This is an optimization exercise on Yosys and OpenROAD, whose aim is small area, a short achievable clock period and few clock cycles, not a production implementation. Only simulation tests tie the RTL to the original design; equivalence was not proved.

==> flow/design.v <==
module systolic_matvec #(
   parameter int PE_NUMBER = 8,
   parameter int WORD_SIZE = 16,
   parameter int ACC_SIZE  = 40,
   parameter int SIGNED    = 1,
   localparam int IDX_W    = (PE_NUMBER > 1) ? $clog2(PE_NUMBER) : 1
) (
   input  logic                           clk,
   input  logic                           reset,
   input  logic                           in_valid,
   output logic                           in_ready,
   input  logic [WORD_SIZE-1:0]           in_data,
   input  logic [PE_NUMBER*WORD_SIZE-1:0] in_weight,
   input  logic                           in_last,
   output logic                           out_valid,
   input  logic                           out_ready,
   output logic [ACC_SIZE-1:0]            out_data,
   output logic [IDX_W-1:0]               out_index,
   output logic                           out_last,
   output logic                           busy
);
   localparam int PW = 2 * WORD_SIZE;
   localparam logic [IDX_W-1:0] LAST_IDX = IDX_W'(PE_NUMBER - 1);
   typedef enum logic [1:0] {
      IDLE  = 2'd0,
      RUN   = 2'd1,
      FLUSH = 2'd2,
      DRAIN = 2'd3
   } state_t;
   state_t                state;
   state_t                next_state;
   logic [IDX_W-1:0]      k;
   logic                  accept;
   logic                  acc_clear;
   logic [ACC_SIZE-1:0]   acc    [PE_NUMBER];
   logic [WORD_SIZE-1:0]  d_pipe [PE_NUMBER-1];
   logic [PE_NUMBER-2:0]  v_pipe;
   logic [WORD_SIZE-1:0]  lane_d [PE_NUMBER];
   logic [WORD_SIZE-1:0]  lane_w [PE_NUMBER];
   logic [PE_NUMBER-1:0]  lane_v;
   function automatic logic [ACC_SIZE-1:0] ext_product(input logic [WORD_SIZE-1:0] d,
                                                       input logic [WORD_SIZE-1:0] w);
      logic [PW-1:0] p;
      if (SIGNED != 0) begin
         p = PW'($signed(d)) * PW'($signed(w));
         ext_product = ACC_SIZE'($signed(p));
      end else begin
         p = PW'(d) * PW'(w);
         ext_product = ACC_SIZE'(p);
      end
   endfunction
   always_comb begin
      in_ready   = 1'b0;
      out_valid  = 1'b0;
      out_data   = '0;
      out_index  = '0;
      out_last   = 1'b0;
      busy       = 1'b0;
      next_state = state;
      if (reset) begin
         in_ready = (state == IDLE) || (state == RUN);
         busy     = (state != IDLE);
         if (state == DRAIN) begin
            out_valid = 1'b1;
            out_index = k;
            out_data  = acc[k];
            out_last  = (k == LAST_IDX);
         end
      end
      accept    = in_valid && in_ready;
      acc_clear = out_valid && out_ready && (k == LAST_IDX);
      case (state)
         IDLE:    if (accept) next_state = in_last ? FLUSH : RUN;
         RUN:     if (accept && in_last) next_state = FLUSH;
         FLUSH:   if (k == LAST_IDX) next_state = DRAIN;
         DRAIN:   if (acc_clear) next_state = IDLE;
         default: next_state = IDLE;
      endcase
   end
   always_ff @(posedge clk) begin
      if (!reset) state <= IDLE;
      else        state <= next_state;
   end
   always_ff @(posedge clk) begin
      if (!reset) begin
         k <= '0;
      end else begin
         case (state)
            FLUSH:   k <= (k == LAST_IDX) ? '0 : k + IDX_W'(1);
            DRAIN:   if (out_ready) k <= (k == LAST_IDX) ? '0 : k + IDX_W'(1);
            default: k <= '0;
         endcase
      end
   end
   always_ff @(posedge clk) begin
      if (!reset) begin
         v_pipe <= '0;
      end else begin
         v_pipe[0] <= accept;
         for (int j = 1; j < PE_NUMBER - 1; j++) v_pipe[j] <= v_pipe[j-1];
      end
   end
   always_ff @(posedge clk) begin
      d_pipe[0] <= in_data;
      for (int j = 1; j < PE_NUMBER - 1; j++) d_pipe[j] <= d_pipe[j-1];
   end
   for (genvar i = 0; i < PE_NUMBER; i++) begin : g_lane
      if (i == 0) begin : g_head
         assign lane_d[0] = in_data;
         assign lane_w[0] = in_weight[0 +: WORD_SIZE];
         assign lane_v[0] = accept;
      end else begin : g_tail
         logic [WORD_SIZE-1:0] w_dly [i];
         always_ff @(posedge clk) begin
            w_dly[0] <= in_weight[i*WORD_SIZE +: WORD_SIZE];
            for (int j = 1; j < i; j++) w_dly[j] <= w_dly[j-1];
         end
         assign lane_d[i] = d_pipe[i-1];
         assign lane_w[i] = w_dly[i-1];
         assign lane_v[i] = v_pipe[i-1];
      end
   end
   always_ff @(posedge clk) begin
      if (!reset || acc_clear) begin
         for (int i = 0; i < PE_NUMBER; i++) acc[i] <= '0;
      end else begin
         for (int i = 0; i < PE_NUMBER; i++)
            if (lane_v[i]) acc[i] <= acc[i] + ext_product(lane_d[i], lane_w[i]);
      end
   end
endmodule
==> flow/run.sh <==
#!/bin/bash
# synth_recipe.tcl (not shown) runs the flow's synth.tcl, then flattens the netlist and writes it again
# the make line also repeats each setting of config.mk as NAME=value (left out here)
make -C /OpenROAD-flow-scripts/flow DESIGN_CONFIG=/design/flow/config.mk WORK_HOME=/design/flow/orfs CLKGATE_MAP_FILE= SYNTH_SCRIPT=/design/flow/synth_recipe.tcl finish
==> flow/config.mk <==
export PLATFORM = sky130hd
export DESIGN_NAME = systolic_matvec
export DESIGN_NICKNAME = systolic_matvec
export VERILOG_FILES = /design/flow/design.v
export SDC_FILE = /design/flow/constraint.sdc
export NUM_CORES = 4
export LEC_CHECK = 0
export CAP_MARGIN = 20
export CORE_MARGIN = 2
export CORE_UTILIZATION = 40
export SLEW_MARGIN = 20
==> flow/constraint.sdc <==
create_clock -name core_clock -period 11.0 [get_ports {clk}]
set_input_delay 2.2000 -clock core_clock [delete_from_list [all_inputs] [get_ports {clk}]]
set_output_delay 2.2000 -clock core_clock [all_outputs]
set_load 0.01 [all_outputs]
==> impl_metrics.env <==
export IMPL_outcome="finished clean"
export IMPL_htreeDepth=3
export IMPL_rrSetupSlack_ns=1.00
export IMPL_synthCells=12819
export IMPL_cts_buffers=115
export IMPL_crit_top_cell="fa_1"
export IMPL_wl_um=322700
export IMPL_num_io_pins=196
export IMPL_drive_above_1_share=0.03532
export IMPL_synth_seq_area_share=0.1503
export IMPL_antenna_found_initial=20
export IMPL_portBuffers=195
export IMPL_ys_flop_type="dfxtp_1"
export IMPL_dp_cells=16668
export IMPL_post_cts_buffers=0
export IMPL_synth_common_cells="inv_1 (2,389), fa_1 (2,104), nand2_1 (1,328), and2_1 (1,023), ha_1 (1,010)"
export IMPL_grt_pass1_vias=88961
export IMPL_initial_core_util=0.4009
export IMPL_timing_slew_headroom=0.1462
export IMPL_rr_startpoint="g_lane[7].g_tail.w_dly[6][1]"
export IMPL_dieArea_um2=301300
export IMPL_startpoint="g_lane[7].g_tail.w_dly[6][1]"
export IMPL_dr_pass1_iters=10
export IMPL_fin_nets=16110
export IMPL_rsz0062_at_grt="false"
export IMPL_cts_num_sinks=892
export IMPL_syn_cell_area_um2=118800
export IMPL_synth_edf_count=0
export IMPL_synth_top_cell_area_share=0.3546
export IMPL_drc=0
export IMPL_finalWorstPathRequiredPeriod_ns=10.00
export IMPL_max_slew_worst_pin_slew_ns=1.281
export IMPL_wl_per_cell_um=19.10
export IMPL_cts_root_buffer="clkbuf_16"
export IMPL_min_period_over_period=0.9091
export IMPL_cts_tree="yes"
export IMPL_drv_cap=0
export IMPL_cts_resized_gates=0
export IMPL_setup_viol=0
export IMPL_yosysTopAreaCell="fa_1"
export IMPL_cts_max_path_buffers=4
export IMPL_hold_buffers=0
export IMPL_track_usage=0.2176
export IMPL_num_vias=85958
export IMPL_die_w_um=548.9
export IMPL_path_clk_slew_ns=0.06
export IMPL_crit_path_end="acc[7][39]"
export IMPL_design_core_area_um2=296300
export IMPL_hpwl_um=260400
export IMPL_drtIter0Drc=5802
export IMPL_synthTopCellsByArea="fa_1 (35%), dfxtp_1 (15%), ha_1 (11%)"
export IMPL_fmax_mhz=100.0
export IMPL_finalMaxSlewViolations=0
export IMPL_synth_cell_types=90
export IMPL_yosys_register_bits=892
export IMPL_syn_to_final_growth_pct=8.755
export IMPL_instances_no_fill=16895
export IMPL_max_stage_delay_ns=0.93
export IMPL_rows=200
export IMPL_r2r_end="acc[7][39]"
export IMPL_hold_viol_final=0
export IMPL_grt_pass1_wl_um=513900
export IMPL_viasPerCell=5.088
export IMPL_gr_total_overflow=0
export IMPL_worstPathArrival_ns=10.84
export IMPL_critPathLaunchType="register"
export IMPL_tns_ns=0
export IMPL_critical_path_class="register to register"
export IMPL_min_path_type="register to register"
export IMPL_yosys_warnings=12
export IMPL_end_kind="register"
export IMPL_clk_latency_ns=0.91
export IMPL_synth_nets=16082
export IMPL_clock_skew_ns=0.1222
export IMPL_critPathMaxFanout=16
export IMPL_yosysMostFrequentCell="inv_1"
export IMPL_grt_max_degree=148
export IMPL_slowest_stage="dfxtp_1"
export IMPL_cp_data_required_time_ns=11.84
export IMPL_gp_congestion=0.9360
export IMPL_ant_nets=0
export IMPL_rr_worst_depth=33
export IMPL_holdPathStages=0
export IMPL_async_reset_ff_frac=0
export IMPL_die_h_um=548.9
export IMPL_syn_avg_cell_area_um2=9.266
layer usage:
| metal | up-vias | share of wire | global-route usage |
|---|---|---|---|
| li1 | 40274 | - | - |
| met1 | 43257 | 0.44 | 0.2930 |
| met3 | 403 | 0.052 | 0.02615 |
| met2 | 2022 | 0.47 | 0.3599 |
| met5 | - | 0.000022 | 0 |
| met4 | 2 | 0.041 | 0.07810 |
critical path, delay by kind of cell (launching register included):
kind | cells | cell delay [ns]
DFF | 1 | 0.93
muxes | 1 | 0.23
and+or+nand+nor | 6 | 1.59
AOI/OAI and AO/OA | 13 | 3.15
buffers and inverters | 5 | 0.43
adders and majority gates | 8 | 3.59
cell families (layout without fill, tap and decap cells):
family | after synthesis | after routing | synth area share
AO/OA/AOI/OAI | 1701 | 1701 | 0.09502
AND/OR/NAND/NOR | 3527 | 3527 | 0.1437
adder cells (fa/ha/maj) | 3114 | 3114 | 0.4610
buffers and inverters | 2800 | 2921 | 0.08848
other | 0 | 16 | 0
XOR/XNOR | 530 | 530 | 0.03921
multiplexers | 255 | 255 | 0.02229
flip-flops | 892 | 892 | 0.1503
layout make-up:
| class | instances | area, um2 |
|---|---|---|
| Fill cell | 29147 | 167100 |
| Multi-Input combinational cell | 9127 | 90480 |
| Sequential cell | 892 | 17870 |
| Inverter | 2390 | 8971 |
| Tap cell | 3939 | 4928 |
| Clock buffer | 144 | 3168 |
| Timing Repair Buffer | 321 | 2908 |
| Clock inverter | 66 | 817.0 |
| Antenna cell | 16 | 40.04 |
worst min path at each step:
stage                                  start                             to
3_3_place_gp    g_lane[6].g_tail.w_dly[2][4]   g_lane[6].g_tail.w_dly[3][4]
6_report       g_lane[7].g_tail.w_dly[4][15]  g_lane[7].g_tail.w_dly[5][15]
3_5_place_dp    g_lane[4].g_tail.w_dly[2][3]   g_lane[4].g_tail.w_dly[3][3]
4_1_cts        g_lane[7].g_tail.w_dly[4][15]  g_lane[7].g_tail.w_dly[5][15]
5_1_grt        g_lane[7].g_tail.w_dly[4][15]  g_lane[7].g_tail.w_dly[5][15]
2_1_floorplan   g_lane[2].g_tail.w_dly[0][0]   g_lane[2].g_tail.w_dly[1][0]
cell usage in the layout, fill, tap and decap left out, drive strengths merged, types with 41 or more instances in the layout:
cell           netlist  layout
nand2b             102     102
o21bai              97      97
xor2               128     128
mux2                63      63
dfxtp              892     892
inv               2389    2403
clkdlybuf4s50        0     195
nor2b               47      47
nand4               43      43
buf                 23     126
nand3              108     108
clkbuf             387     144
a41oi               41      41
and2              1023    1023
o21ai              264     264
a211oi              83      83
nor2               617     617
nand2             1328    1328
a21oi              520     520
a31oi               46      46
and3                51      51
fa                2104    2104
xnor2              402     402
nor3                93      93
ha                1010    1010
a21o               290     290
a222oi              46      46
o21a                74      74
mux2i              191     191
per-stage QoR:
step | hold WS, ns | instance area (um2) | setup WS [ns] | util
global route | 0.2743 | 129100 | 0.5671 | 0.4359
detailed placement | 0.3121 | 125100 | 0.1488 | 0.4224
CTS | 0.2609 | 129100 | 1.142 | 0.4358
finish | 0.2643 | 129200 | 1.000 | 0.4360
global placement | 0.3099 | 125100 | 0.2619 | 0.4224
floorplan | 0.3096 | 118800 | 1.152 | -
sequential cells by signal, summed over array words and instances, names as in the netlist:
name and flops:
d_pipe 112, v_pipe 7, g_lane.g_tail.w_dly 448, acc 320, state 2, k 3
Testbench counts, summed over its fixed seeds: cycles 12,981.

## separate check: timing with driven ports
How much do the figures lean on ideal ports? The routed layout below was timed once more, with nothing changed but the port constraints. Step 1: set_driving_cell puts a clkbuf_16 on clk and a buf_2 on each other input, an assumption about the parent block. Step 2 adds t to the input delays and takes it off the output delays; t is the mean of the earliest and latest rising clock arrival at the registers after step 1. Input paths then give back, and output paths get back, about the clock's delay inside the block. a / b / c = ideal / step 1 / step 2; a / b = the first two.
shift t [ns]: 0.958
setup WS [ns]: 1.000 / 1.000 / 0.192
hold slack, ns: 0.264 / 0.264 / 0.264
worst data-port slew with drivers (ns): 0.09
After both steps setup and hold are still met in this run. For this run, drivers alone change the setup slack by 0.000 ns; drivers and shift together by -0.808 ns.
